From an optimization exercise on the open Yosys and OpenROAD flow, aimed at small area, a short achievable clock period and few clock cycles per item; shortcuts taken in it are not production practice.
Function was checked by simulation only, so behaviour that the tests miss may differ from the original.
Power and IR drop assume default switching activity.

Design systolic_top, start of the top module:
module systolic_top (
    input  logic     clk,
    input  logic     rst_n,
    input  logic     wb_cyc,
    input  logic     wb_stb,
    input  logic     wb_we,
    input  logic [5:0]  wb_adr,
    input  logic [31:0] wb_dat_w,
    output logic [31:0] wb_dat_r,
    output logic     wb_ack
);
    logic        req;
    logic        wr;
    logic        start;
    logic        lock;
    assign req   = wb_cyc && wb_stb && !wb_ack;
    assign wr    = req && wb_we && !lock;
    assign start = wr && (wb_adr == 6'd32) && wb_dat_w[0];
    always_ff @(posedge clk or negedge rst_n) begin
        if (!rst_n) begin
            wb_ack <= 1'b0;
        end else begin
            wb_ack <= req;
        end
    end
    logic [15:0] a_mem [16];
    logic [7:0]  b_mem [16];
    logic [15:0] a_vld;
    logic [15:0] b_vld;
    always_ff @(posedge clk) begin
        if (wr && wb_adr[5:4] == 2'd0) begin
            a_mem[wb_adr[3:0]] <= wb_dat_w[15:0];
        end
        if (wr && wb_adr[5:4] == 2'd1) begin
            b_mem[wb_adr[3:0]] <= wb_dat_w[7:0];
        end
    end
    always_ff @(posedge clk or negedge rst_n) begin
        if (!rst_n) begin
            a_vld <= '0;
            b_vld <= '0;
        end else begin
            if (wr && wb_adr[5:4] == 2'd0) begin
                a_vld[wb_adr[3:0]] <= 1'b1;
            end
            if (wr && wb_adr[5:4] == 2'd1) begin
                b_vld[wb_adr[3:0]] <= 1'b1;
            end
  ...
export LEC_CHECK = 0
export ABC_CLOCK_PERIOD_IN_PS = 3000
export CAP_MARGIN = 20
export CORE_MARGIN = 2
export CORE_UTILIZATION = 40
export SETUP_SLACK_MARGIN = 5
export SLEW_MARGIN = 20
create_clock -name core_clock -period 10.0 [get_ports {clk}]
run.sh (not shown) runs the stock make flow with config.mk's settings and CLKGATE_MAP_FILE= SYNTH_SCRIPT=/design/flow/synth_recipe.tcl, a recipe that flattens the netlist after the stock synthesis.
Testbench counts at the start, summed over its fixed seeds: cycles 43,776, jobs 384.
Next try:
==> flow/flow/run.sh (new file) <==
#!/bin/bash
set -euo pipefail
bash standard.sh SETUP_SLACK_MARGIN=6.5 finish > standard_flow.log 2>&1
==> flow/standard.sh (new file) <==
#!/bin/bash
# synth_recipe.tcl (not shown) runs the flow's synth.tcl, then flattens the netlist and writes it again
# the make line also repeats each setting of config.mk as NAME=value (left out here)
make -C /OpenROAD-flow-scripts/flow DESIGN_CONFIG=/design/flow/config.mk WORK_HOME=/design/flow/orfs CLKGATE_MAP_FILE= SYNTH_SCRIPT=/design/flow/synth_recipe.tcl "${@:-finish}"
--- a/flow/config.mk
+++ b/flow/config.mk
@@ -12 +11,0 @@
-export SETUP_SLACK_MARGIN = 5
removed: flow/run.sh
=> Clock power is about the same. Routed wire length goes up by roughly a tenth. Power goes up by a few percent.

* * *

Another version of the RTL of systolic_top (not shown whole).
Size: about 1100 flip-flops, roughly 76 I/O pins.
clock: 10.0 ns
lec_check: 0
abc_clock_period_in_ps: 3000
cap_margin: 20
core_margin: 2
core_utilization: 40
cts_cluster_diameter: 120
cts_cluster_size: 24
slew_margin: 20
standard.sh (not shown) runs the stock make flow with config.mk's settings and CLKGATE_MAP_FILE= SYNTH_SCRIPT=/design/flow/synth_recipe.tcl, a recipe that flattens the netlist after the stock synthesis.
==> flow/flow/run.sh <==
#!/bin/bash
set -euo pipefail
bash standard.sh synth > standard_synth.log 2>&1
bash standard.sh SETUP_SLACK_MARGIN=6.5 "DONT_USE_CELLS=sky130_fd_sc_hd__probe_p_8 sky130_fd_sc_hd__probec_p_8 sky130_fd_sc_hd__lpflow_bleeder_1 sky130_fd_sc_hd__lpflow_clkbufkapwr_1 sky130_fd_sc_hd__lpflow_clkbufkapwr_16 sky130_fd_sc_hd__lpflow_clkbufkapwr_2 sky130_fd_sc_hd__lpflow_clkbufkapwr_4 sky130_fd_sc_hd__lpflow_clkbufkapwr_8 sky130_fd_sc_hd__lpflow_clkinvkapwr_1 sky130_fd_sc_hd__lpflow_clkinvkapwr_16 sky130_fd_sc_hd__lpflow_clkinvkapwr_2 sky130_fd_sc_hd__lpflow_clkinvkapwr_4 sky130_fd_sc_hd__lpflow_clkinvkapwr_8 sky130_fd_sc_hd__lpflow_decapkapwr_12 sky130_fd_sc_hd__lpflow_decapkapwr_3 sky130_fd_sc_hd__lpflow_decapkapwr_4 sky130_fd_sc_hd__lpflow_decapkapwr_6 sky130_fd_sc_hd__lpflow_decapkapwr_8 sky130_fd_sc_hd__lpflow_inputiso0n_1 sky130_fd_sc_hd__lpflow_inputiso0p_1 sky130_fd_sc_hd__lpflow_inputiso1n_1 sky130_fd_sc_hd__lpflow_inputiso1p_1 sky130_fd_sc_hd__lpflow_inputisolatch_1 sky130_fd_sc_hd__lpflow_isobufsrc_1 sky130_fd_sc_hd__lpflow_isobufsrc_16 sky130_fd_sc_hd__lpflow_isobufsrc_2 sky130_fd_sc_hd__lpflow_isobufsrc_4 sky130_fd_sc_hd__lpflow_isobufsrc_8 sky130_fd_sc_hd__lpflow_isobufsrckapwr_16 sky130_fd_sc_hd__lpflow_lsbuf_lh_hl_isowell_tap_1 sky130_fd_sc_hd__lpflow_lsbuf_lh_hl_isowell_tap_2 sky130_fd_sc_hd__lpflow_lsbuf_lh_hl_isowell_tap_4 sky130_fd_sc_hd__lpflow_lsbuf_lh_isowell_4 sky130_fd_sc_hd__lpflow_lsbuf_lh_isowell_tap_1 sky130_fd_sc_hd__lpflow_lsbuf_lh_isowell_tap_2 sky130_fd_sc_hd__lpflow_lsbuf_lh_isowell_tap_4 sky130_fd_sc_hd__dlygate4sd1_1 sky130_fd_sc_hd__dlygate4sd2_1 sky130_fd_sc_hd__dlygate4sd3_1 sky130_fd_sc_hd__clkdlybuf4s15_1 sky130_fd_sc_hd__clkdlybuf4s15_2 sky130_fd_sc_hd__clkdlybuf4s18_1 sky130_fd_sc_hd__clkdlybuf4s18_2 sky130_fd_sc_hd__clkdlybuf4s25_1 sky130_fd_sc_hd__clkdlybuf4s25_2 sky130_fd_sc_hd__clkdlybuf4s50_1 sky130_fd_sc_hd__clkdlybuf4s50_2 sky130_fd_sc_hd__dlymetal6s2s_1 sky130_fd_sc_hd__dlymetal6s4s_1 sky130_fd_sc_hd__dlymetal6s6s_1" finish > standard_flow.log 2>&1
The first run went through all stages and came out clean.
Testbench counts at the start, summed over its fixed seeds: cycles 43,776, jobs 384.
Next try:
==> flow/flow/run.sh (replaced) <==
#!/bin/bash
set -euo pipefail
bash standard.sh SETUP_SLACK_MARGIN=6.5 finish > standard_flow.log 2>&1
=>
- routed wire length went down by about 2%
- sequential share of layout area barely changes
- synthesized area is unchanged
- final area is about the same
- worst setup slack gets better by 0.25 ns
- clock power went down by about 2%
- global-route usage went down by 0.43 points
Next try:
CORE_UTILIZATION = 55   (was 40)
The changed run finished clean.
Via count came out higher by 0.84%.
Wire length came out higher by 1.5%.
Clock power barely changes.
Sequential share of layout area came out higher by 0.46 points.
Next try:
==> flow/flow/run.sh (replaced) <==
#!/bin/bash
set -euo pipefail
bash standard.sh SETUP_SLACK_MARGIN=6.8 finish > standard_flow.log 2>&1
CORE_UTILIZATION = 40   (was 55)
The changed run completed without violations; die area went up by 37%; routed wire length climbs by 2.9%; sequential cell count is unchanged; sequential power goes up by about 2%; cell count rises by 13%; core utilization fell by 14 points; setup slack gets worse by 0.015 ns; total power rose by 0.38%; sequential share of layout area went down by 2.7 points; final area grows by 5.8%; via count rises by 2.4%.

## what the ideal ports hide
Ports are ideal in the flow. The routed layouts listed here were re-timed in OpenROAD. Step 1 assumes that a clkbuf_16 drives the clock port and a buf_2 every other input. Step 2 also shifts input and output timing later by t, the mid clock arrival at the registers, as if the neighbouring blocks saw the same clock. Slacks: no drivers / after step 1 / after step 2; pairs: no drivers / after step 1.
run | t, ns | setup WS [ns] | worst setup path after step 2 | clock arrival spread, ns | pins driven straight from the clock port
the first run of note 1 | 0.765 | 5.061 / 5.113 / 4.348 | input to register | 0.038 / 0.038 | 1
the second run of note 1 | 0.768 | 5.880 / 5.880 / 5.491 | input to register | 0.037 / 0.037 | 1
the first run of note 2 | 0.775 | 6.159 / 6.159 / 5.705 | input to register | 0.093 / 0.093 | 1
the second run of note 2 | 0.759 | 6.409 / 6.409 / 5.726 | input to register | 0.038 / 0.038 | 1
the third run of note 2 | 0.752 | 6.437 / 6.402 / 5.651 | input to register | 0.092 / 0.093 | 1
the fourth run of note 2 | 0.770 | 6.423 / 6.339 / 5.569 | input to register | 0.090 / 0.090 | 1
After both steps setup and hold are still met in every run listed. For the fourth run of note 2, which loses most, drivers alone change the setup slack by -0.084 ns; drivers and shift together by -0.854 ns.
